Background: an optimization exercise with open tools, aiming at small area and a short achievable clock period. Do not read the settings as production practice.
In this exercise RTL edits were held to simulation tests only and were not proved equivalent to the original.

==> flow/design.v, too long to show whole: its modules and the start of the top module <==
// module mul_pipe_unit: 1199 lines
module mul_pipe_unit #(
   parameter int WIDTH   = 32,
   parameter int LATENCY = 4
) (
   input  logic               clk,
   input  logic               rst,
   input  logic               start,
   input  logic               is_signed,
   input  logic [WIDTH-1:0]   a,
   input  logic [WIDTH-1:0]   b,
   input  logic               flush,
   output logic               busy,
   output logic               done,
   output logic [2*WIDTH-1:0] result,
   output logic [1:0]         dbg_state
);
  // ...
==> flow/flow/run.sh <==
#!/bin/bash
# Own layout flow: the standard flow, with these changes.
#  1. After the standard synthesis, flow/faflip.py re-chooses the polarity of each full-adder cell
#     (FA(~a,~b,~c) = ~FA(a,b,c)) so that most of the inverters Yosys's extract_fa leaves between
#     adders go away; it also looks through the larger inverters and reuses them as inverted
#     copies, and folds inverters into the xor2/xnor2 gates that feed them. Registers are untouched.
#  2. Ports are buffered with sky130_fd_sc_hd__buf_1 instead of the flow's default pick.
#  3. Synthesis and every later step also leave out the platform's slow complex gates (four-input
#     and-or cells and the like) and its weakest (_0) cells: flow/dont_use.txt lists the platform's own
#     don't-use cells followed by these.
#  4. Up to CTS, repair_timing aims 6.6 ns beyond the clock period on the worst path only (no TNS
#     repair); routing and the steps after it run with the standard margin.
# Each step's output goes to a log file of its own here; ORFS's own logs are under orfs/logs.
set -euo pipefail
R=orfs/results/sky130hd/mul_pipe_unit/base
PORTS="BUFFER_PORTS_ARGS=-buffer_cell sky130_fd_sc_hd__buf_1"
DU="DONT_USE_CELLS=$(cat flow/dont_use.txt)"
bash standard.sh "$DU" synth > log_synth.txt 2>&1
python3 flow/faflip.py $R/1_2_yosys.v $R/1_2_yosys.faflip.v > log_faflip.txt 2>&1
cp $R/1_2_yosys.v $R/1_2_yosys.orig.v
mv $R/1_2_yosys.faflip.v $R/1_2_yosys.v
rm -f $R/1_synth.odb
touch $R/1_2_yosys.v
bash standard.sh "$DU" "$PORTS" SETUP_SLACK_MARGIN=6.6 TNS_END_PERCENT=0 cts > log_cts.txt 2>&1
bash standard.sh "$DU" "$PORTS" finish > log_finish.txt 2>&1
==> flow/flow/dont_use.txt <==
sky130_fd_sc_hd__probe_p_8 sky130_fd_sc_hd__probec_p_8 sky130_fd_sc_hd__lpflow_bleeder_1 sky130_fd_sc_hd__lpflow_clkbufkapwr_1 sky130_fd_sc_hd__lpflow_clkbufkapwr_16 sky130_fd_sc_hd__lpflow_clkbufkapwr_2 sky130_fd_sc_hd__lpflow_clkbufkapwr_4 sky130_fd_sc_hd__lpflow_clkbufkapwr_8 sky130_fd_sc_hd__lpflow_clkinvkapwr_1 sky130_fd_sc_hd__lpflow_clkinvkapwr_16 sky130_fd_sc_hd__lpflow_clkinvkapwr_2 sky130_fd_sc_hd__lpflow_clkinvkapwr_4 sky130_fd_sc_hd__lpflow_clkinvkapwr_8 sky130_fd_sc_hd__lpflow_decapkapwr_12 sky130_fd_sc_hd__lpflow_decapkapwr_3 sky130_fd_sc_hd__lpflow_decapkapwr_4 sky130_fd_sc_hd__lpflow_decapkapwr_6 sky130_fd_sc_hd__lpflow_decapkapwr_8 sky130_fd_sc_hd__lpflow_inputiso0n_1 sky130_fd_sc_hd__lpflow_inputiso0p_1 sky130_fd_sc_hd__lpflow_inputiso1n_1 sky130_fd_sc_hd__lpflow_inputiso1p_1 sky130_fd_sc_hd__lpflow_inputisolatch_1 sky130_fd_sc_hd__lpflow_isobufsrc_1 sky130_fd_sc_hd__lpflow_isobufsrc_16 sky130_fd_sc_hd__lpflow_isobufsrc_2 sky130_fd_sc_hd__lpflow_isobufsrc_4 sky130_fd_sc_hd__lpflow_isobufsrc_8 sky130_fd_sc_hd__lpflow_isobufsrckapwr_16 sky130_fd_sc_hd__lpflow_lsbuf_lh_hl_isowell_tap_1 sky130_fd_sc_hd__lpflow_lsbuf_lh_hl_isowell_tap_2 sky130_fd_sc_hd__lpflow_lsbuf_lh_hl_isowell_tap_4 sky130_fd_sc_hd__lpflow_lsbuf_lh_isowell_4 sky130_fd_sc_hd__lpflow_lsbuf_lh_isowell_tap_1 sky130_fd_sc_hd__lpflow_lsbuf_lh_isowell_tap_2 sky130_fd_sc_hd__lpflow_lsbuf_lh_isowell_tap_4  sky130_fd_sc_hd__a2111o_1 sky130_fd_sc_hd__a2111o_2 sky130_fd_sc_hd__a2111o_4 sky130_fd_sc_hd__a2111oi_0 sky130_fd_sc_hd__a2111oi_1 sky130_fd_sc_hd__a2111oi_2 sky130_fd_sc_hd__a2111oi_4 sky130_fd_sc_hd__a211o_1 sky130_fd_sc_hd__a211o_2 sky130_fd_sc_hd__a211o_4 sky130_fd_sc_hd__a21boi_0 sky130_fd_sc_hd__a221o_1 sky130_fd_sc_hd__a221o_2 sky130_fd_sc_hd__a221o_4 sky130_fd_sc_hd__a221oi_1 sky130_fd_sc_hd__a221oi_2 sky130_fd_sc_hd__a221oi_4 sky130_fd_sc_hd__a222oi_1 sky130_fd_sc_hd__a2bb2o_1 sky130_fd_sc_hd__a2bb2o_2 sky130_fd_sc_hd__a2bb2o_4 sky130_fd_sc_hd__a2bb2oi_1 sky130_fd_sc_hd__a2bb2oi_2 sky130_fd_sc_hd__a2bb2oi_4 sky130_fd_sc_hd__a311o_1 sky130_fd_sc_hd__a311o_2 sky130_fd_sc_hd__a311o_4 sky130_fd_sc_hd__a311oi_1 sky130_fd_sc_hd__a311oi_2 sky130_fd_sc_hd__a311oi_4 sky130_fd_sc_hd__a31o_1 sky130_fd_sc_hd__a31o_2 sky130_fd_sc_hd__a31o_4 sky130_fd_sc_hd__a32o_1 sky130_fd_sc_hd__a32o_2 sky130_fd_sc_hd__a32o_4 sky130_fd_sc_hd__a32oi_1 sky130_fd_sc_hd__a32oi_2 sky130_fd_sc_hd__a32oi_4 sky130_fd_sc_hd__a41o_1 sky130_fd_sc_hd__a41o_2 sky130_fd_sc_hd__a41o_4 sky130_fd_sc_hd__a41oi_1 sky130_fd_sc_hd__a41oi_2 sky130_fd_sc_hd__a41oi_4 sky130_fd_sc_hd__and2_0 sky130_fd_sc_hd__and4_1 sky130_fd_sc_hd__and4_2 sky130_fd_sc_hd__and4_4 sky130_fd_sc_hd__and4b_1 sky130_fd_sc_hd__and4b_2 sky130_fd_sc_hd__and4b_4 sky130_fd_sc_hd__and4bb_1 sky130_fd_sc_hd__and4bb_2 sky130_fd_sc_hd__and4bb_4 sky130_fd_sc_hd__einvn_0 sky130_fd_sc_hd__nand4b_1 sky130_fd_sc_hd__nand4b_2 sky130_fd_sc_hd__nand4b_4 sky130_fd_sc_hd__nand4bb_1 sky130_fd_sc_hd__nand4bb_2 sky130_fd_sc_hd__nand4bb_4 sky130_fd_sc_hd__nor4_1 sky130_fd_sc_hd__nor4_2 sky130_fd_sc_hd__nor4_4 sky130_fd_sc_hd__nor4b_1 sky130_fd_sc_hd__nor4b_2 sky130_fd_sc_hd__nor4b_4 sky130_fd_sc_hd__nor4bb_1 sky130_fd_sc_hd__nor4bb_2 sky130_fd_sc_hd__nor4bb_4 sky130_fd_sc_hd__o2111a_1 sky130_fd_sc_hd__o2111a_2 sky130_fd_sc_hd__o2111a_4 sky130_fd_sc_hd__o2111ai_1 sky130_fd_sc_hd__o2111ai_2 sky130_fd_sc_hd__o2111ai_4 sky130_fd_sc_hd__o211a_1 sky130_fd_sc_hd__o211a_2 sky130_fd_sc_hd__o211a_4 sky130_fd_sc_hd__o21ai_0 sky130_fd_sc_hd__o221a_1 sky130_fd_sc_hd__o221a_2 sky130_fd_sc_hd__o221a_4 sky130_fd_sc_hd__o221ai_1 sky130_fd_sc_hd__o221ai_2 sky130_fd_sc_hd__o221ai_4 sky130_fd_sc_hd__o2bb2a_1 sky130_fd_sc_hd__o2bb2a_2 sky130_fd_sc_hd__o2bb2a_4 sky130_fd_sc_hd__o2bb2ai_1 sky130_fd_sc_hd__o2bb2ai_2 sky130_fd_sc_hd__o2bb2ai_4 sky130_fd_sc_hd__o311a_1 sky130_fd_sc_hd__o311a_2 sky130_fd_sc_hd__o311a_4 sky130_fd_sc_hd__o311ai_0 sky130_fd_sc_hd__o311ai_1 sky130_fd_sc_hd__o311ai_2 sky130_fd_sc_hd__o311ai_4 sky130_fd_sc_hd__o31a_1 sky130_fd_sc_hd__o31a_2 sky130_fd_sc_hd__o31a_4 sky130_fd_sc_hd__o32a_1 sky130_fd_sc_hd__o32a_2 sky130_fd_sc_hd__o32a_4 sky130_fd_sc_hd__o32ai_1 sky130_fd_sc_hd__o32ai_2 sky130_fd_sc_hd__o32ai_4 sky130_fd_sc_hd__o41a_1 sky130_fd_sc_hd__o41a_2 sky130_fd_sc_hd__o41a_4 sky130_fd_sc_hd__o41ai_1 sky130_fd_sc_hd__o41ai_2 sky130_fd_sc_hd__o41ai_4 sky130_fd_sc_hd__or2_0 sky130_fd_sc_hd__or4_1 sky130_fd_sc_hd__or4_2 sky130_fd_sc_hd__or4_4 sky130_fd_sc_hd__or4b_1 sky130_fd_sc_hd__or4b_2 sky130_fd_sc_hd__or4b_4 sky130_fd_sc_hd__or4bb_1 sky130_fd_sc_hd__or4bb_2 sky130_fd_sc_hd__or4bb_4
==> flow/flow/faflip.py <==
#!/usr/bin/env python3
"""Re-choose the polarity of full-adder cells in a Yosys netlist to drop inverters.

A full adder with all three inputs inverted gives both outputs inverted:
FA(~a,~b,~c) = (~sum, ~cout). Yosys's extract_fa often picks the inverted form, which leaves an
inv_1 between most pairs of adders. This pass looks through inv_1 cells, picks for each fa cell
whether to flip it so that the fewest inverters remain, and writes the netlist back with one
inverter per signal that some pin still needs in the other polarity. Larger inverters are looked
through as well and reused as a signal's inverted copy, and an inverter fed only by an xor2/xnor2
is absorbed by swapping that gate for its complement. Flip-flops, ports and all other cells are
left as they are.

usage: faflip.py IN.v OUT.v
"""
import re
import sys

INV = "sky130_fd_sc_hd__inv_1"
FA_PREFIX = "sky130_fd_sc_hd__fa_"
OUT_PINS = {"X", "Y", "Q", "Q_N", "SUM", "COUT", "HI", "LO"}

src = open(sys.argv[1]).read()
m = re.search(r"^(module\s.*?;\n)(.*?)^endmodule", src, re.S | re.M)
head, body = m.group(1), m.group(2)
pre, post = src[: m.start()], src[m.end():]

# split body into declarations, cells and assigns
cell_re = re.compile(r"^\s*(sky130_fd_sc_hd__\w+)\s+(\S+)\s*\((.*?)\);\s*$", re.S | re.M)
decl_lines = []
cells = []
assigns = []
pos = 0
for cm in cell_re.finditer(body):
    chunk = body[pos:cm.start()]
    for ln in chunk.splitlines():
        if ln.strip().startswith("assign"):
            assigns.append(ln)
        elif ln.strip():
            decl_lines.append(ln)
    pins = [(p, s.strip()) for p, s in re.findall(r"\.(\w+)\(([^()]*)\)", cm.group(3))]
    cells.append([cm.group(1), cm.group(2), pins])
    pos = cm.end()
for ln in body[pos:].splitlines():
    if ln.strip().startswith("assign"):
        assigns.append(ln)
    elif ln.strip():
        decl_lines.append(ln)

ports = set()
for ln in head.split("(", 1)[1].split(")")[0].split(","):
    ports.add(ln.strip())


def base_name(net):
    n = net.strip()
    if n.startswith("\\"):
        n = n.split()[0]
    return re.sub(r"\[\d+\]$", "", n.lstrip("\\"))


assign_nets = set()
for a in assigns:
    for tok in re.findall(r"\\\S+|[A-Za-z_][\w$]*(?:\s*\[\d+\])?", a):
        assign_nets.add(base_name(tok))

fixed_net = lambda n: base_name(n) in ports or base_name(n) in assign_nets

# inverters we may absorb: inv_1 whose output is an internal net. Larger inverters stay (they
# were sized for their fanout) but are looked through too, and can serve as a signal's inverted copy.
INV_RE = re.compile(r"sky130_fd_sc_hd__(clk)?inv_\d+$")
inv_of = {}     # output net -> input net
inv_cells = set()
kept_inv = set()
for i, (t, n, pins) in enumerate(cells):
    if INV_RE.match(t):
        d = dict(pins)
        if fixed_net(d["Y"]):
            continue
        inv_of[d["Y"]] = d["A"]
        if t == INV:
            inv_cells.add(i)
        else:
            kept_inv.add(i)


def resolve(net):
    """(base net, polarity) of a net, looking through absorbable inverters."""
    q = 0
    seen = 0
    while net in inv_of and seen < 8:
        net = inv_of[net]
        q ^= 1
        seen += 1
    return net, q


# drivers of base nets
driver = {}
for i, (t, n, pins) in enumerate(cells):
    if i in inv_cells or i in kept_inv:
        continue
    for p, s in pins:
        if p in OUT_PINS:
            driver[s] = (i, p)

fa_idx = [i for i, c in enumerate(cells) if c[0].startswith(FA_PREFIX)]
# an fa may flip only if none of its output nets is a port or used by an assign
can_flip = {}
for i in fa_idx:
    d = dict(cells[i][2])
    can_flip[i] = not any(fixed_net(d[p]) for p in ("SUM", "COUT") if p in d)

flip = {i: 0 for i in fa_idx}

# consumer pins: (cell index, pin, base, q0)
uses = {}
for i, (t, n, pins) in enumerate(cells):
    if i in inv_cells:
        continue
    for p, s in pins:
        if p in OUT_PINS:
            continue
        b, q = resolve(s)
        uses.setdefault(b, []).append((i, p, q))
# nets used by assigns or ports (outputs) need their own polarity
for b in list(inv_of.keys()):
    pass


def phys_pol(b):
    dv = driver.get(b)
    if dv and dv[0] in flip:
        return flip[dv[0]]
    return 0


def need(b):
    """(needs true copy, needs inverted copy) relative to the physical net of b."""
    pp = phys_pol(b)
    t = f = False
    for (i, p, q) in uses.get(b, []):
        want = q ^ (flip[i] if i in flip else 0)
        if want == pp:
            t = True
        else:
            f = True
    return t, f


def cost_of(b):
    t, f = need(b)
    return 1 if f else 0


def local_nets(i):
    d = dict(cells[i][2])
    nets = set()
    for p in ("A", "B", "CIN"):
        nets.add(resolve(d[p])[0])
    for p in ("SUM", "COUT"):
        if p in d:
            nets.add(d[p])
    return nets


total0 = sum(cost_of(b) for b in set(uses))


def greedy():
    improved = True
    rounds = 0
    while improved and rounds < 20:
        improved = False
        rounds += 1
        for i in fa_idx:
            if not can_flip[i]:
                continue
            nets = local_nets(i)
            before = sum(cost_of(b) for b in nets)
            flip[i] ^= 1
            after = sum(cost_of(b) for b in nets)
            if after < before:
                improved = True
            else:
                flip[i] ^= 1


import random
rng = random.Random(1)
greedy()
best = (sum(cost_of(b) for b in set(uses)), dict(flip))
for trial in range(40):
    # perturb the best assignment a little and descend again
    for i in fa_idx:
        flip[i] = best[1][i]
        if can_flip[i] and rng.random() < 0.15:
            flip[i] ^= 1
    greedy()
    c = sum(cost_of(b) for b in set(uses))
    if c < best[0]:
        best = (c, dict(flip))
flip.update(best[1])
total1 = sum(cost_of(b) for b in set(uses))
sys.stderr.write(f"faflip: {len(inv_cells)} absorbable inverters, signals needing an inverter "
                 f"{total0} -> {total1}, flipped {sum(flip.values())} of {len(fa_idx)} adders\n")

# rebuild
new_decl = []
counter = [0]


def fresh(prefix):
    counter[0] += 1
    name = f"_faflip_{prefix}{counter[0]}_"
    new_decl.append(f"  wire {name};")
    return name


inv_net = {}   # base -> net carrying the complement of its physical net
phys_net = {}  # base -> physical net name (renamed when the driver flips)
for b in set(uses) | set(driver):
    phys_net[b] = b
for i in fa_idx:
    if flip[i]:
        d = dict(cells[i][2])
        for p in ("SUM", "COUT"):
            if p in d:
                phys_net[d[p]] = fresh("p")

new_cells = []
# a kept inverter whose input reads the physical net of b already gives b's inverted copy
kept_copy = {}
for i in sorted(kept_inv):
    d = dict(cells[i][2])
    b, q = resolve(d["A"])
    if q == phys_pol(b) and b not in kept_copy:
        kept_copy[b] = d["Y"]
for b in sorted(set(uses)):
    t, f = need(b)
    if f:
        if b in kept_copy:
            inv_net[b] = kept_copy[b]
            continue
        nm = fresh("n")
        inv_net[b] = nm
        new_cells.append((INV, f"_faflip_inv{counter[0]}_", [("A", phys_net[b]), ("Y", nm)]))

out_cells = []
for i, (t, n, pins) in enumerate(cells):
    if i in inv_cells:
        continue
    newpins = []
    for p, s in pins:
        if p in OUT_PINS:
            newpins.append((p, phys_net.get(s, s)))
            continue
        if i in kept_inv and kept_copy.get(resolve(s)[0]) == dict(pins)["Y"]:
            newpins.append((p, phys_net[resolve(s)[0]]))
            continue
        b, q = resolve(s)
        want = q ^ (flip[i] if i in flip else 0)
        if want == phys_pol(b):
            newpins.append((p, phys_net[b]))
        else:
            newpins.append((p, inv_net[b]))
    out_cells.append((t, n, newpins))
out_cells.extend(new_cells)

# absorb an inverter into the xor2/xnor2 that alone feeds it: swap the gate for its complement
SWAP = {"sky130_fd_sc_hd__xor2_1": ("sky130_fd_sc_hd__xnor2_1", "X", "Y"),
        "sky130_fd_sc_hd__xnor2_1": ("sky130_fd_sc_hd__xor2_1", "Y", "X")}
fanout = {}
drv_at = {}
for k, (t, n, pins) in enumerate(out_cells):
    for p, s_ in pins:
        if p in OUT_PINS:
            drv_at[s_] = k
        else:
            fanout[s_] = fanout.get(s_, 0) + 1
dead = set()
swapped = 0
for k, (t, n, pins) in enumerate(out_cells):
    if t != INV:
        continue
    d = dict(pins)
    a, y = d["A"], d["Y"]
    j = drv_at.get(a)
    if j is None or j in dead or fanout.get(a, 0) != 1 or fixed_net(a):
        continue
    tj, nj, pj = out_cells[j]
    if tj not in SWAP:
        continue
    newt, op, np_ = SWAP[tj]
    out_cells[j] = (newt, nj, [(np_ if p == op else p, y if p == op else s_) for p, s_ in pj])
    dead.add(k)
    swapped += 1
out_cells = [c for k, c in enumerate(out_cells) if k not in dead]
sys.stderr.write(f"faflip: absorbed {swapped} inverters into xor/xnor gates\n")

# a flipped adder's old output net may still be a consumer-free name: if some pin wanted the
# true value of a flipped signal it now reads the inverter, so the old name is simply unused.
lines = [head]
lines.extend(decl_lines)
lines.extend(new_decl)
for t, n, pins in out_cells:
    pl = ",\n".join(f"    .{p}({s}{' ' if s.startswith(chr(92)) else ''})" for p, s in pins)
    lines.append(f"  {t} {n} (\n{pl}\n  );")
lines.extend(assigns)
open(sys.argv[2], "w").write(pre + "\n".join(lines) + "\nendmodule" + post)
==> flow/standard.sh <==
#!/bin/bash
# synth_recipe.tcl (not shown) runs the flow's synth.tcl, then flattens the netlist and writes it again
# the make line also repeats each setting of config.mk as NAME=value (left out here)
make -C /OpenROAD-flow-scripts/flow DESIGN_CONFIG=/design/flow/config.mk WORK_HOME=/design/flow/orfs CLKGATE_MAP_FILE= SYNTH_SCRIPT=/design/flow/synth_recipe.tcl "${@:-finish}"
==> flow/config.mk <==
export PLATFORM = sky130hd
export DESIGN_NAME = mul_pipe_unit
export DESIGN_NICKNAME = mul_pipe_unit
export VERILOG_FILES = /design/flow/design.v
export SDC_FILE = /design/flow/constraint.sdc
export NUM_CORES = 4
export LEC_CHECK = 0
export CAP_MARGIN = 20
export CORE_MARGIN = 2
export CORE_UTILIZATION = 55
export PLACE_DENSITY = 0.8
export SLEW_MARGIN = 20
==> flow/constraint.sdc <==
create_clock -name core_clock -period 11.0 [get_ports {clk}]
set_input_delay 2.2000 -clock core_clock [delete_from_list [all_inputs] [get_ports {clk}]]
set_output_delay 2.2000 -clock core_clock [all_outputs]
set_load 0.01 [all_outputs]
==> qor.csv, run 1 <==
stage;metric;value;unit
logic_synthesis;syn-mean-instance-area;9.86;µm²
clocking;cts_buffers;17;
logic_synthesis;post_synth_net_total;1947;
hold_path;hold_end;result_r[16];
grt;grt_antenna_before_repair;0;
route;ant_nets;0;
route;post-route-drc-count;0;
final_layout;largest_register_ff_count;64;
final_layout;layout-drive-gt1-share;0.0652;
final_layout;fraction_of_area_in_multi_input_gates;0.631;
worst_setup_path;critical_path.endpoint;rc[4];
final_layout;layout.non_clock_buffers;160;
route;number_of_drc_markers_in_iteration_0;1462;
clocking;ctsHtreeMaxLevel;4;
worst_setup_path;reg2regPathDepth;13;
timing;final_max_slew_viol_count;0;
final_layout;layout-area-overhead-vs-synth;6.19;%
placement;detailedPlace.worstSlack;6.63;ns
final_layout;num-nets-final;1949;
timing;slew-limit-headroom;0.416;
final_layout;n_sequential_cell;192;
worst_setup_path;crit_chain;a22oi_1 -> xnor2_1 -> fa_1 -> fa_1 -> fa_1 -> fa_1 -> ha_1 -> fa_1 -> inv_1 -> nor2b_1 -> o21ai_1 -> and3_1 -> nor3_1;
floorplanning;die_y;175;µm
outcome;outcome;complete, no violations;
worst_setup_path;worstPathArrival;4.82;ns
final_layout;area_taken_by_multi_input_logic_gates;10700;µm²
timing;setup_viol;0;
final_layout;seq_share;0.246;
final_layout;number_of_standard_cells_in_the_layout_taps_in_and_fillers_out;2025;
worst_setup_path;slowest_stage;edfxtp_1;
final_layout;n_antenna_cell;0;
clocking;tritoncts;done;
final_layout;layout_multi_input_combinational_cell_count;1176;
clocking;cts-root-to-sink-buffers;2;
grt;track_usage;0.276;
placement;gpl.final_weighted_congestion;0.938;
logic_synthesis;synth-warning-count;1;
worst_setup_path;worstSetupEndpointType;flip-flop;
placement;detailed_place.area;16400;µm²
route;highest_layer;met4;
==> run 2: changes to the inputs <==
--- a/flow/config.mk
+++ b/flow/config.mk
@@ -7,6 +7,5 @@
 export LEC_CHECK = 0
 export CAP_MARGIN = 20
 export CORE_MARGIN = 2
-export CORE_UTILIZATION = 55
-export PLACE_DENSITY = 0.8
+export CORE_UTILIZATION = 45
 export SLEW_MARGIN = 20
==> run 2 against run 1 <==
Compared with the run above:
- still clean
- sequential cell count is the same
- global-route usage down 3.4 points
- critical path depth decreased by 5
- sequential share of layout area is 0.12 points lower
- die area increased by 22%
- core utilization fell by 11 points
- synthesized cell count did not move
- first-iteration DRC count decreased by 24%
- non-clock buffer count is 6 higher
- via count shrank 3.2%
- highest routed layer is now met5
==> qor.csv, run 2 <==
stage;metric;value;unit;change
outcome;outcome;complete, no violations;;
clocking;clock_insertion_delay_worst_skew;0.47;ns;
logic_synthesis;synthesis.area;16000;µm²;
route;ant_nets;0;;unchanged
floorplanning;design.die.area;37200;µm²;
worst_setup_path;worstPathArrival;2.20;ns;-2.62 ns
worst_setup_path;timing_worst_setup_path_type;reg2out;;
grt;global_route_wire_length_before_repair;67500;µm;
route;totalWireLength;43600;µm;
worst_setup_path;crit_chain;nand4_1 -> o21a_4 -> o21ai_4 -> a21bo_4 -> a21o_4 -> a22oi_2 -> xnor2_1 -> buf_2;;
timing;max_freq;227;MHz;
clocking;tritoncts;done;;
clocking;clk_pin_slew;0.08;ns;
hold_path;hold_path.class;reg2reg;;
final_layout;layout-drive-gt1-share;0.0741;;+0.00887
logic_synthesis;synth-warning-count;1;;unchanged
route;number_of_drc_markers_in_iteration_0;1116;;-24%
final_layout;layout-area-overhead-vs-synth;7.19;%;
timing;setup_total_negative_slack;0;ns;
route;route.vias.total;11800;;
placement;port_buf_inserts;135;;
worst_setup_path;required;8.80;ns;
final_layout;mostFrequentLayoutCells;xnor2_1 (197), a22oi_1 (193), fa_1 (176);;
timing;slew-limit-headroom;0.407;;-0.00833
route;drtPass1Iterations;5;;
clocking;ctsHtreeMaxLevel;4;;unchanged
worst_setup_path;critical_path_max_stage_delay;0.33;ns;
floorplanning;floorplan.core_area;35300;µm²;
timing;final.setup.worst_slack;6.60;ns;
logic_synthesis;syn-mean-instance-area;9.86;µm²;unchanged
logic_synthesis;syn_inst;1626;;
route;avgRoutedWirePerCell;20.7;µm;
timing;final_max_slew_viol_count;0;;unchanged
route;avgViaCountPerCell;5.59;;
clocking;sink_count_of_the_clock_tree;192;;
final_layout;largest_register_ff_count;64;;unchanged
hold_path;holdPathStages;2;;
floorplanning;io_pins;137;;
final_layout;max_flop_register;result_r;;
worst_setup_path;largest_driver_fanout_on_the_critical_path;5;;
worst_setup_path;worstSetupEndpointType;output pin;;
floorplanning;rows;69;;
timing;unrepaired_setup_endpoints_after_global_routing;false;;
placement;place.detailed.instances;2066;;
floorplanning;start_util;0.454;;
worst_setup_path;slowest_stage;dfxtp_2;;
final_layout;num-nets-final;1955;;+0.31%
timing;worst-slew-pin-transition;0.889;ns;
grt;global_route.overflow_total;0;;
timing;period_minus_slack;4.40;ns;
grt;track_usage;0.242;;-0.0339
placement;detailedPlace.worstSlack;6.64;ns;+0.00721 ns
floorplanning;die_y;193;µm;+10%
clocking;cts_buffers;17;;unchanged
timing;final_hold_fails;0;;
grt;grt_antenna_before_repair;1;;+1
final_layout;final_core_util;0.487;;
clocking;cts-root-to-sink-buffers;2;;unchanged
job;max-cap-violations;0;;
grt;first_global_vias;11600;;
worst_setup_path;start_kind;flip-flop;;
worst_setup_path;reg2regPathDepth;13;;unchanged
logic_synthesis;post_synth_net_total;1947;;unchanged
final_layout;reg_top3;result_r (64), a_r (33), acc (33);;
placement;gpl.final_weighted_congestion;0.855;;-8.8%
timing;worst_clock_skew;0.0179;ns;
grt;grt_max_degree;65;;
final_layout;fillCellCount;3281;;
timing;final_min_period_over_clock_period;0.400;;
final_layout;number_of_standard_cells_in_the_layout_taps_in_and_fillers_out;2109;;+4.1%
placement;half_perimeter_wire_length_after_placement;31700;µm;
clocking;cts_hold_repair.buffers;0;;
timing;setup_viol;0;;unchanged
clocking;cts_root_buf;clkbuf_16;;
final_layout;layout_commonest_cell;xnor2_1;;
route;post-route-drc-count;0;;unchanged
floorplanning;dieWidth;193;µm;
-- run 2: cell count changes in the layout (fill, tap and decap cells not counted) --
cell,previous run,this run
inv_6,5,3
buf_4,25,31
dfxtp_2,12,18
dfxtp_4,1,4
a21o_4,0,1
o22ai_1,6,5
clkbuf_1,0,1
diode_2,0,1
dfxtp_1,146,137
o22ai_2,0,1
a21o_2,1,0
clkinvlp_4,0,2
inv_12,1,0
-- run 2: path summary, 6_finish.rpt --
kind	start	to	slack, ns
min	bl[7]	result_r[7]	0.45
max reg2reg	a_r[28]	rc[6]	6.62
min reg2reg	bl[7]	result_r[7]	0.45
max	result_r[39]	result[61]	6.60
-- run 2: routing by layer --
layer  routed length [µm]  global-route usage
met5                   15                   0
met3                 2800              0.0516
met1                20500               0.351
met4                  898              0.0769
met2                19300               0.359
-- run 2: repair_timing --
| action | CTS | global route |
|---|---|---|
| buffers inserted | 10 | 0 |
| gates resized for setup | 21 | 0 |
| setup endpoints to repair | 13 | 0 |
-- run 2: worst max-delay path, delay by kind of cell (launching register included) --
kind                   cells  cell delay, ns
AO/OA/AOI/OAI              5            0.95
XOR/XNOR                   1            0.16
buffers and inverters      1            0.15
flip-flops                 1            0.33
AND/OR/NAND/NOR            1            0.13
-- run 2: area by class of cell --
type / instances / area [µm²] / share of cell area
Antenna cell: 1 / 2.50 / 0.000146
Tap cell: 461 / 577 / 0.0335
Timing Repair Buffer: 166 / 742 / 0.0432
Multi-Input combinational cell: 1176 / 10800 / 0.626
Sequential cell: 192 / 4210 / 0.245
Inverter: 81 / 304 / 0.0177
Clock buffer: 18 / 429 / 0.0250
Clock inverter: 14 / 168 / 0.00975
-- run 2: per-stage QoR --
stage          area, µm²  hold WS [ns]
2_1_floorplan      16000         0.404
4_1_cts            17200         0.456
3_5_place_dp       16500         0.447
3_3_place_gp       16500         0.437
6_report           17200         0.451
5_1_grt            17200         0.476
==> run 3: changes to the inputs <==
--- a/flow/flow/run.sh
+++ b/flow/flow/run.sh
@@ -8,7 +8,7 @@
 #  3. Synthesis and every later step also leave out the platform's slow complex gates (four-input
 #     and-or cells and the like) and its weakest (_0) cells: flow/dont_use.txt lists the platform's own
 #     don't-use cells followed by these.
-#  4. Up to CTS, repair_timing aims 6.6 ns beyond the clock period on the worst path only (no TNS
+#  4. Up to CTS, repair_timing aims 6.9 ns beyond the clock period on the worst path only (no TNS
 #     repair); routing and the steps after it run with the standard margin.
 # Each step's output goes to a log file of its own here; ORFS's own logs are under orfs/logs.
 set -euo pipefail
@@ -21,5 +21,5 @@
 mv $R/1_2_yosys.faflip.v $R/1_2_yosys.v
 rm -f $R/1_synth.odb
 touch $R/1_2_yosys.v
-bash standard.sh "$DU" "$PORTS" SETUP_SLACK_MARGIN=6.6 TNS_END_PERCENT=0 cts > log_cts.txt 2>&1
+bash standard.sh "$DU" "$PORTS" SETUP_SLACK_MARGIN=6.9 TNS_END_PERCENT=0 cts > log_cts.txt 2>&1
 bash standard.sh "$DU" "$PORTS" finish > log_finish.txt 2>&1
--- a/flow/config.mk
+++ b/flow/config.mk
@@ -7,5 +7,5 @@
 export LEC_CHECK = 0
 export CAP_MARGIN = 20
 export CORE_MARGIN = 2
-export CORE_UTILIZATION = 45
+export CORE_UTILIZATION = 55
 export SLEW_MARGIN = 20
==> run 3 against run 2 <==
Compared with the run above:
- still clean
- clock skew fell by 0.0034 ns
- critical path depth increased by 5
- non-clock buffer count rose by 22
- cell count decreased by 2.6%
- hold slack lost 0.0041 ns
- maximum frequency rose by 0.62%
- first-iteration DRC count grew 4.6%
- final area grew 0.59%
- worst setup slack better by 0.027 ns
- critical path type is now reg2reg
- largest cell class unchanged
- highest routed layer is now met4
==> qor.csv, run 3 <==
stage;metric;value;unit;change
timing;max_freq;229;MHz;+0.62%
route;ant_nets;0;;unchanged
timing;slew-limit-headroom;0.365;;-0.0423
floorplanning;start_util;0.559;;+0.105
hold_path;hold_path.class;reg2reg;;
clocking;clk_pin_slew;0.09;ns;about the same
placement;place.detailed.instances;1988;;-3.8%
floorplanning;design.die.area;30500;µm²;-18%
grt;global_route_wire_length_before_repair;69000;µm;+2.3%
job;max-cap-violations;0;;unchanged
logic_synthesis;synth-warning-count;1;;unchanged
floorplanning;io_pins;137;;unchanged
route;route.vias.total;12000;;+1.7%
worst_setup_path;critical_path_max_stage_delay;0.81;ns;+0.48 ns
final_layout;postLayoutCellArea;17300;µm²;+0.59%
clocking;cts_hold_repair.buffers;0;;unchanged
worst_setup_path;reg2regPathDepth;13;;unchanged
final_layout;layout-drive-gt1-share;0.0851;;+0.0110
timing;period_minus_slack;4.37;ns;-0.0273 ns
clocking;clock_insertion_delay_worst_skew;0.45;ns;-0.02 ns
clocking;cts_root_buf;clkbuf_16;;
grt;first_global_vias;12100;;+4.0%
final_layout;layout_commonest_cell;xnor2_1;;
floorplanning;rows;62;;-10%
worst_setup_path;required;11.32;ns;+2.52 ns
logic_synthesis;post_synth_net_total;1947;;unchanged
route;drtPass1Iterations;6;;+1
final_layout;reg_top3;result_r (64), a_r (33), acc (33);;
worst_setup_path;critPathLaunch;sel_neg[0];;
route;avgViaCountPerCell;5.83;;+4.4%
worst_setup_path;timing_worst_setup_path_type;reg2reg;;
final_layout;num-nets-final;1977;;+1.1%
route;post-route-drc-count;0;;unchanged
timing;worst_clock_skew;0.0145;ns;-0.00337 ns
worst_setup_path;cpMostUsedCell;fa_1;;
worst_setup_path;crit_chain;xor2_1 -> fa_1 -> fa_1 -> inv_1 -> fa_1 -> fa_1 -> ha_1 -> fa_1 -> inv_1 -> nor2b_1 -> o21ai_1 -> and3_1 -> nor3_1;;
route;number_of_drc_markers_in_iteration_0;1167;;+4.6%
placement;port_buf_inserts;135;;unchanged
timing;unrepaired_setup_endpoints_after_global_routing;false;;
clocking;cts_buffers;17;;unchanged
floorplanning;dieWidth;175;µm;-9.3%
logic_synthesis;syn_inst;1626;;unchanged
placement;half_perimeter_wire_length_after_placement;30200;µm;-4.7%
outcome;outcome;complete, no violations;;
timing;setup_total_negative_slack;0;ns;unchanged
grt;track_usage;0.295;;+0.0529
worst_setup_path;worst-path-stages;13;;+5
worst_setup_path;timing.critical_path.buf_inv;2;;+1
grt;global_route.overflow_total;0;;unchanged
worst_setup_path;start_kind;flip-flop;;
grt;grt_antenna_before_repair;2;;+1
hold_path;holdPathStages;2;;unchanged
timing;final_min_period_over_clock_period;0.398;;-0.00248
grt;grt_max_degree;86;;+32%
clocking;tritoncts;done;;
clocking;cts-root-to-sink-buffers;2;;unchanged
worst_setup_path;top_cell_family_by_delay_on_the_critical_path;adder cells;;
final_layout;mostFrequentLayoutCells;xnor2_1 (197), a22oi_1 (193), fa_1 (176);;
final_layout;max_flop_register;result_r;;
worst_setup_path;worstReg2RegEnd;rc[5];;
final_layout;largest_register_ff_count;64;;unchanged
worst_setup_path;r2r-start;sel_neg[0];;
floorplanning;die_y;175;µm;-9.3%
clocking;sink_count_of_the_clock_tree;192;;unchanged
worst_setup_path;worstPathArrival;4.69;ns;+2.49 ns
timing;setup_viol;0;;unchanged
worst_setup_path;critical_path.endpoint;rc[5];;
logic_synthesis;synthesis.area;16000;µm²;unchanged
final_layout;number_of_standard_cells_in_the_layout_taps_in_and_fillers_out;2054;;-2.6%
timing;final_hold_fails;0;;unchanged
logic_synthesis;syn-mean-instance-area;9.86;µm²;unchanged
floorplanning;floorplan.core_area;28700;µm²;-19%
route;avgRoutedWirePerCell;21.4;µm;+3.6%
placement;detailed_place.area;16400;µm²;-0.62%
clocking;ctsHtreeMaxLevel;4;;unchanged
worst_setup_path;slowest_stage;dfxtp_4;;
worst_setup_path;worstSetupEndpointType;flip-flop;;
final_layout;layout-area-overhead-vs-synth;7.82;%;
route;totalWireLength;44000;µm;+0.92%
worst_setup_path;r2r_setup_slack;6.63;ns;about the same
timing;worst-slew-pin-transition;0.953;ns;+0.0634 ns
timing;final_max_slew_viol_count;0;;unchanged
placement;gpl.final_weighted_congestion;0.852;;-0.42%
worst_setup_path;largest_driver_fanout_on_the_critical_path;35;;+30
## run 3: cell count changes in the layout (fill, tap and decap cells not counted), moves of 2 or more
cell,delta
buf_6,+5
buf_1,-2
clkinv_8,+2
inv_8,+2
dfxtp_1,+3
buf_2,+2
dfxtp_2,-2
buf_4,+16
## run 3: worst register-to-register path: cells and delay by family (launching register included)
kind            cells  cell delay [ns]
xor+xnor            1             0.23
simple gates        3             0.26
buf+inv             2             0.15
flops               1             0.81
compound gates      1             0.15
fa+ha+maj           6             2.66
## run 3: per-stage QoR
step / util / worst slack [ns] / hold WS [ns]
after floorplan: - / 6.81 / 0.404
after global placement: 0.570 / 6.36 / 0.443
after detailed placement: 0.570 / 6.60 / 0.447
after CTS: 0.602 / 6.64 / 0.450
after global routing: 0.602 / 6.43 / 0.477
final: 0.603 / 6.63 / 0.447
## run 3: metal layers
| metal | routed length (µm) | up-vias | global-route usage |
|---|---|---|---|
| met5 | 0 | - | 0 |
| met4 | 1010 | 0 | 0.0969 |
| met3 | 4000 | 73 | 0.0725 |
| met2 | 19300 | 545 | 0.438 |
| met1 | 19700 | 5871 | 0.423 |
| li1 | - | 5492 | - |
## run 3: area by class of cell
class                           count  area (µm²)
Fill cell                        2575       11400
Multi-Input combinational cell   1176       10800
Sequential cell                   192        4210
Timing Repair Buffer              188         941
Tap cell                          384         480
Clock buffer                       18         429
Inverter                           81         304
Clock inverter                     14         179
Antenna cell                        1        2.50
## run 3: worst min path at each step
stage,startpoint,end
2_1_floorplan,busy_r,acc[32]
3_3_place_gp,result_r[22],result_r[22]
3_5_place_dp,result_r[31],result_r[31]
4_1_cts,bl[13],result_r[13]
5_1_grt,result_r[29],result_r[29]
6_report,bl[13],result_r[13]
## run 3: repair_timing
action	CTS	global route
resized for setup	23	0
endpoints found under the setup margin	73	0
buffers inserted	33	0
==> run 4: changes to the inputs <==
--- a/flow/flow/run.sh
+++ b/flow/flow/run.sh
@@ -8,7 +8,7 @@
 #  3. Synthesis and every later step also leave out the platform's slow complex gates (four-input
 #     and-or cells and the like) and its weakest (_0) cells: flow/dont_use.txt lists the platform's own
 #     don't-use cells followed by these.
-#  4. Up to CTS, repair_timing aims 6.9 ns beyond the clock period on the worst path only (no TNS
+#  4. Up to CTS, repair_timing aims 6.3 ns beyond the clock period on the worst path only (no TNS
 #     repair); routing and the steps after it run with the standard margin.
 # Each step's output goes to a log file of its own here; ORFS's own logs are under orfs/logs.
 set -euo pipefail
@@ -21,5 +21,5 @@
 mv $R/1_2_yosys.faflip.v $R/1_2_yosys.v
 rm -f $R/1_synth.odb
 touch $R/1_2_yosys.v
-bash standard.sh "$DU" "$PORTS" SETUP_SLACK_MARGIN=6.9 TNS_END_PERCENT=0 cts > log_cts.txt 2>&1
+bash standard.sh "$DU" "$PORTS" SETUP_SLACK_MARGIN=6.3 TNS_END_PERCENT=0 cts > log_cts.txt 2>&1
 bash standard.sh "$DU" "$PORTS" finish > log_finish.txt 2>&1
==> run 4 against run 3 <==
Compared with the run above:
- final area shrank 1.9%
- core utilization decreased by 1.2 points
- sequential cell count did not move
- count of clock-buffer cells in the layout did not move
- still clean on timing, DRC and antenna
- synthesized cell count did not move
- area after synthesis is the same
- global-route usage is 1.0 points lower
==> qor.csv, run 4 <==
stage;metric;value;unit;change
worst_setup_path;required;8.80;ns;-2.52 ns
final_layout;reg_top3;result_r (64), a_r (33), acc (33);;
floorplanning;design.die.area;30500;µm²;unchanged
logic_synthesis;post_synth_net_total;1947;;unchanged
worst_setup_path;critical_path_max_stage_delay;0.47;ns;-0.34 ns
timing;worst-slew-pin-transition;0.921;ns;-0.0321 ns
worst_setup_path;worstSetupEndpointType;output pin;;
clocking;sink_count_of_the_clock_tree;192;;unchanged
final_layout;mostFrequentLayoutCells;xnor2_1 (197), a22oi_1 (193), fa_1 (176);;
worst_setup_path;top_cell_family_by_delay_on_the_critical_path;compound AO/OA/AOI/OAI gates;;
clocking;cts.repair_timing.setup_buffer_count;0;;-100%
worst_setup_path;largest_driver_fanout_on_the_critical_path;5;;-86%
hold_path;timing.hold.worst.start;bl[13];;
timing;setup_viol;0;;unchanged
logic_synthesis;synth-warning-count;1;;unchanged
floorplanning;dieWidth;175;µm;unchanged
final_layout;postLayoutCellArea;17000;µm²;-1.9%
job;max-cap-violations;0;;unchanged
timing;final_hold_fails;0;;unchanged
final_layout;num-nets-final;1944;;-1.7%
worst_setup_path;slowest_stage;dfxtp_1;;
route;route.vias.total;11600;;-3.2%
logic_synthesis;syn-mean-instance-area;9.86;µm²;unchanged
worst_setup_path;r2r-start;sel_two[0];;
final_layout;layout-drive-gt1-share;0.0581;;-0.0270
clocking;cts_resized;0;;-100%
final_layout;layout-area-overhead-vs-synth;5.74;%;
timing;whs;0.452;ns;+0.00492 ns
placement;detailedPlace.worstSlack;6.63;ns;+0.0296 ns
grt;global_route.overflow_total;0;;unchanged
placement;port_buf_inserts;135;;unchanged
grt;first_global_vias;11700;;-3.6%
worst_setup_path;worstPathArrival;2.32;ns;-2.37 ns
floorplanning;die_y;175;µm;unchanged
final_layout;largest_register_ff_count;64;;unchanged
grt;global_route_wire_length_before_repair;67100;µm;-2.7%
clocking;cts_hold_repair.buffers;0;;unchanged
logic_synthesis;syn_inst;1626;;unchanged
timing;slew-limit-headroom;0.386;;+0.0214
final_layout;max_flop_register;result_r;;
worst_setup_path;timing_worst_setup_path_type;reg2out;;
hold_path;hold_path.class;reg2reg;;
outcome;outcome;complete, no violations;;
route;number_of_drc_markers_in_iteration_0;984;;-16%
route;post-route-drc-count;0;;unchanged
timing;final_max_slew_viol_count;0;;unchanged
floorplanning;start_util;0.559;;unchanged
timing;worst_clock_skew;0.0144;ns;-0.000124 ns
route;avgViaCountPerCell;5.74;;-1.7%
floorplanning;io_pins;137;;unchanged
clocking;tritoncts;done;;
timing;final.setup.worst_slack;6.48;ns;-0.148 ns
clocking;clk_pin_slew;0.09;ns;about the same
timing;max_freq;221;MHz;-3.3%
clocking;ctsHtreeMaxLevel;4;;unchanged
timing;unrepaired_setup_endpoints_after_global_routing;false;;
worst_setup_path;start_kind;flip-flop;;
worst_setup_path;critPathLaunch;rc[0];;
worst_setup_path;crit_chain;nand4_4 -> o21a_4 -> o21ai_4 -> a21bo_4 -> a21oi_2 -> nor3_1 -> o22ai_1 -> buf_1;;
worst_setup_path;timing.critical_path.buf_inv;1;;-1
placement;detailed_place.area;16400;µm²;about the same
clocking;cts_root_buf;clkbuf_16;;
floorplanning;floorplan.core_area;28700;µm²;unchanged
timing;final_min_period_over_clock_period;0.411;;+0.0135
logic_synthesis;synthesis.area;16000;µm²;unchanged
grt;grt_antenna_before_repair;2;;unchanged
floorplanning;rows;62;;unchanged
route;avgRoutedWirePerCell;20.8;µm;-2.9%
route;ant_nets;0;;unchanged
clocking;clock_insertion_delay_worst_skew;0.46;ns;about the same
worst_setup_path;r2r_setup_slack;6.60;ns;-0.03 ns
route;drtPass1Iterations;6;;unchanged
timing;period_minus_slack;4.52;ns;+0.148 ns
clocking;cts-root-to-sink-buffers;2;;unchanged
final_layout;layout_commonest_cell;xnor2_1;;
placement;gpl.final_weighted_congestion;0.850;;-0.20%
placement;half_perimeter_wire_length_after_placement;30300;µm;+0.46%
timing;setup_total_negative_slack;0;ns;unchanged
route;totalWireLength;42000;µm;-4.4%
grt;grt_max_degree;81;;-5.8%
clocking;cts_buffers;17;;unchanged
grt;track_usage;0.285;;-0.0101
==> run 4: worst paths after layout <==
check | to | cells past startpoint
worst min register to register | result_r[13] | 2
worst max-delay path | result[63] | 8
worst min-delay path | result_r[13] | 2
worst max register to register | rc[5] | 15
==> run 4: layer usage <==
metal / routed length, µm / vias up / global-route usage / share of wire
li1: - / 5422 / - / -
met1: 20400 / 5698 / 0.438 / 0.48
met2: 18400 / 443 / 0.426 / 0.44
met3: 2850 / 31 / 0.0494 / 0.068
met4: 433 / 0 / 0.0497 / 0.010
met5: 0 / - / 0 / 0
==> run 4: worst register-to-register path, delay by kind of cell (launching register included) <==
kind            cells  cell delay [ns]
buf+inv             3             0.50
fa+ha+maj           6             2.65
xor+xnor            1             0.18
compound gates      2             0.35
simple gates        3             0.27
flops               1             0.32
==> run 4: area by class of cell <==
type                    count  area (µm²)
clock inverters            14         159
multi-input cells        1176       10700
flip-flops and latches    192        4190
diodes                      1        2.50
clock buffers              18         429
fillers                  2562       11700
well taps                 384         480
inverters                  81         304
repair buffers            155         657
==> run 4: metrics by stage <==
step           utilization  instances
6_report             0.591       2021
5_1_grt              0.591       2020
4_1_cts              0.591       2020
3_5_place_dp         0.570       1988
3_3_place_gp         0.570       1988
2_1_floorplan            -       1626
==> run 5: changes to the inputs <==
--- a/flow/flow/run.sh
+++ b/flow/flow/run.sh
@@ -8,8 +8,8 @@
 #  3. Synthesis and every later step also leave out the platform's slow complex gates (four-input
 #     and-or cells and the like) and its weakest (_0) cells: flow/dont_use.txt lists the platform's own
 #     don't-use cells followed by these.
-#  4. Up to CTS, repair_timing aims 6.3 ns beyond the clock period on the worst path only (no TNS
-#     repair); routing and the steps after it run with the standard margin.
+#  4. Up to CTS, repair_timing aims 6.6 ns beyond the clock period on the worst path and the worst
+#     10% of the failing endpoints; routing and the steps after it run with the standard margin.
 # Each step's output goes to a log file of its own here; ORFS's own logs are under orfs/logs.
 set -euo pipefail
 R=orfs/results/sky130hd/mul_pipe_unit/base
@@ -21,5 +21,5 @@
 mv $R/1_2_yosys.faflip.v $R/1_2_yosys.v
 rm -f $R/1_synth.odb
 touch $R/1_2_yosys.v
-bash standard.sh "$DU" "$PORTS" SETUP_SLACK_MARGIN=6.3 TNS_END_PERCENT=0 cts > log_cts.txt 2>&1
+bash standard.sh "$DU" "$PORTS" SETUP_SLACK_MARGIN=6.6 TNS_END_PERCENT=10 cts > log_cts.txt 2>&1
 bash standard.sh "$DU" "$PORTS" finish > log_finish.txt 2>&1
==> run 5 against run 4 <==
Compared with the run above:
- critical path depth up 7
- maximum frequency up 2.6%
- hold slack about the same
- highest routed layer unchanged
- global-route usage about the same
- register-to-register slack about the same
- sequential cell count unchanged
- still clean
- sequential share of layout area about the same
- final area up 0.12%
- worst setup slack better by 0.12 ns
==> qor.csv, run 5 <==
stage;metric;value;unit;change
final_layout;layout-area-overhead-vs-synth;5.87;%;
placement;half_perimeter_wire_length_after_placement;30300;µm;unchanged
job;max-cap-violations;0;;unchanged
placement;port_buf_inserts;135;;unchanged
timing;slew-limit-headroom;0.388;;+0.00167
clocking;clk_pin_slew;0.09;ns;about the same
worst_setup_path;worstPathArrival;4.72;ns;+2.40 ns
worst_setup_path;timing.critical_path.buf_inv;3;;+2
timing;final_hold_fails;0;;unchanged
grt;first_global_vias;11700;;+0.10%
final_layout;ff_latch_area;4200;µm²;+0.24%
floorplanning;start_util;0.559;;unchanged
worst_setup_path;start_kind;flip-flop;;
final_layout;layout-drive-gt1-share;0.0635;;+0.00546
grt;track_usage;0.285;;about the same
placement;place.detailed.instances;1988;;unchanged
worst_setup_path;top_cell_family_by_delay_on_the_critical_path;adder cells;;
worst_setup_path;critical_path_max_stage_delay;0.55;ns;+0.08 ns
logic_synthesis;post_synth_net_total;1947;;unchanged
clocking;cts_root_buf;clkbuf_16;;
worst_setup_path;cpMostUsedCell;fa_1;;
route;post-route-drc-count;0;;unchanged
clocking;tritoncts;done;;
clocking;cts_buffers;17;;unchanged
final_layout;fillCellCount;2564;;+0.078%
route;dr_wl_met3;2950;µm;+3.6%
final_layout;max_flop_register;result_r;;
route;routedLengthMet1;20400;µm;about the same
floorplanning;rows;62;;unchanged
route;avgRoutedWirePerCell;20.8;µm;about the same
final_layout;final_core_util;0.592;;+0.000697
route;route.vias.total;11600;;+0.095%
timing;worst-slew-pin-transition;0.918;ns;-0.00251 ns
grt;grt_antenna_before_repair;2;;unchanged
route;number_of_drc_markers_in_iteration_0;963;;-2.1%
clocking;clock_insertion_delay_worst_skew;0.46;ns;about the same
final_layout;largest_register_ff_count;64;;unchanged
grt;global_route_wire_length_before_repair;67200;µm;about the same
clocking;cts-root-to-sink-buffers;2;;unchanged
clocking;cts_hold_repair.buffers;0;;unchanged
floorplanning;dieWidth;175;µm;unchanged
logic_synthesis;syn-mean-instance-area;9.86;µm²;unchanged
route;highest_layer;met4;;
floorplanning;io_pins;137;;unchanged
clocking;ctsHtreeMaxLevel;4;;unchanged
logic_synthesis;syn_inst;1626;;unchanged
logic_synthesis;synth-warning-count;1;;unchanged
final_layout;layout_commonest_cell;xnor2_1;;
worst_setup_path;timing_worst_setup_path_type;reg2reg;;
route;avgViaCountPerCell;5.74;;about the same
timing;final_min_period_over_clock_period;0.401;;-0.0105
route;totalWireLength;42000;µm;about the same
floorplanning;die_y;175;µm;unchanged
final_layout;postLayoutCellArea;17000;µm²;+0.12%
route;ant_nets;0;;unchanged
final_layout;area_taken_by_multi_input_logic_gates;10700;µm²;unchanged
final_layout;reg_top3;result_r (64), a_r (33), acc (33);;
timing;final_max_slew_viol_count;0;;unchanged
final_layout;number_of_standard_cells_in_the_layout_taps_in_and_fillers_out;2022;;+0.049%
floorplanning;design.die.area;30500;µm²;unchanged
hold_path;hold_path.class;reg2reg;;
worst_setup_path;slowest_stage;fa_1;;
worst_setup_path;critPathLaunch;sel_two[0];;
placement;detailed_place.area;16400;µm²;unchanged
timing;max_freq;227;MHz;+2.6%
timing;unrepaired_setup_endpoints_after_global_routing;false;;
final_layout;num-nets-final;1945;;+0.051%
worst_setup_path;crit_chain;buf_4 -> a22oi_1 -> xor2_1 -> fa_1 -> fa_1 -> inv_1 -> fa_1 -> fa_1 -> ha_1 -> fa_1 -> inv_1 -> nor2b_1 -> o21ai_1 -> and3_1 -> nor3_1;;
worst_setup_path;required;11.31;ns;+2.51 ns
clocking;sink_count_of_the_clock_tree;192;;unchanged
floorplanning;floorplan.core_area;28700;µm²;unchanged
timing;setup_total_negative_slack;0;ns;unchanged
worst_setup_path;r2r-start;sel_two[0];;
logic_synthesis;synthesis.area;16000;µm²;unchanged
hold_path;timing.hold.worst.start;bl[13];;
timing;worst_clock_skew;0.0139;ns;-0.000512 ns
worst_setup_path;worstSetupEndpointType;flip-flop;;
timing;period_minus_slack;4.41;ns;-0.116 ns
grt;global_route.overflow_total;0;;unchanged
route;drtPass1Iterations;6;;unchanged
timing;setup_viol;0;;unchanged
final_layout;mostFrequentLayoutCells;xnor2_1 (197), a22oi_1 (193), fa_1 (176);;
placement;gpl.final_weighted_congestion;0.850;;unchanged
outcome;outcome;complete, no violations;;
route;met2_wirelength;18300;µm;-0.32%
grt;grt_max_degree;81;;unchanged
worst_setup_path;largest_driver_fanout_on_the_critical_path;33;;+28
-- run 5: cell count changes in the layout (fill, tap and decap cells not counted), sizes merged --
cell,change
buf,+1
-- run 5: worst paths after layout --
kind                                     end  slack (ns)  cells after the start
worst max-delay path                   rc[5]        6.59                     15
worst min-delay path            result_r[13]        0.45                      2
worst max register to register         rc[5]        6.59                     15
worst min register to register  result_r[13]        0.45                      2
-- run 5: repair_timing --
action	in CTS	in global routing
setup endpoints to repair	11	0
setup buffers	1	0
gates resized for setup	9	0
-- run 5: stage by stage --
stage                     setup slack (ns)  hold WS, ns
after global placement                6.70        0.441
after floorplan                       6.63        0.404
after CTS                             6.59        0.456
final                                 6.59        0.452
after global routing                  6.43        0.474
after detailed placement              6.63        0.446
-- run 5: worst min-delay path, cell delays in order (launching register included) --
cell,delay [ns]
dfxtp_1,0.32
nand2_1,0.05
a21oi_1,0.05
-- run 5: layer usage --
metal / track usage / vias up
met5: 0 / -
met4: 0.0497 / 0
met3: 0.0494 / 29
met2: 0.427 / 451
met1: 0.438 / 5702
li1: - / 5423
-- run 5: final cells by class --
class                   count  share of cell area
flip-flops and latches    192               0.247
inverters                  81              0.0179
clock inverters            14             0.00936
repair buffers            156              0.0393
multi-input cells        1176               0.633
clock buffers              18              0.0253
diodes                      1            0.000147
well taps                 384              0.0283

==> separate check: timing with driven ports <==
In the flow no input, the clock included, has a driving cell. The finished layouts below were timed again as built, in two steps. Step 1 sets driving cells, clkbuf_16 on the clock port and buf_2 on the other inputs (assumed; they add their load-dependent delay and slew). Step 2 moves the port delays by t, midway between the first and last clock arrival at a register: inputs arrive t later, outputs are due t later. That takes back most of the time a late clock gives input paths. Three values: ideal, step 1, step 2; two values: the first two.
run	shift t [ns]	slack for setup (ns)	clock arrival spread, ns	slew at the worst register clock pin (ns)	pins driven straight from the clock port
run 1	0.500	6.502 / 6.502 / 6.502	0.016 / 0.017	0.09 / 0.09	1
run 2	0.522	6.599 / 6.542 / 6.621	0.018 / 0.017	0.08 / 0.08	1
run 3	0.495	6.626 / 6.611 / 6.626	0.016 / 0.016	0.09 / 0.09	1
run 4	0.499	6.478 / 6.427 / 6.601	0.014 / 0.014	0.09 / 0.09	1
run 5	0.500	6.593 / 6.566 / 6.593	0.015 / 0.015	0.09 / 0.09	1
After both steps setup and hold are still met in every run listed.
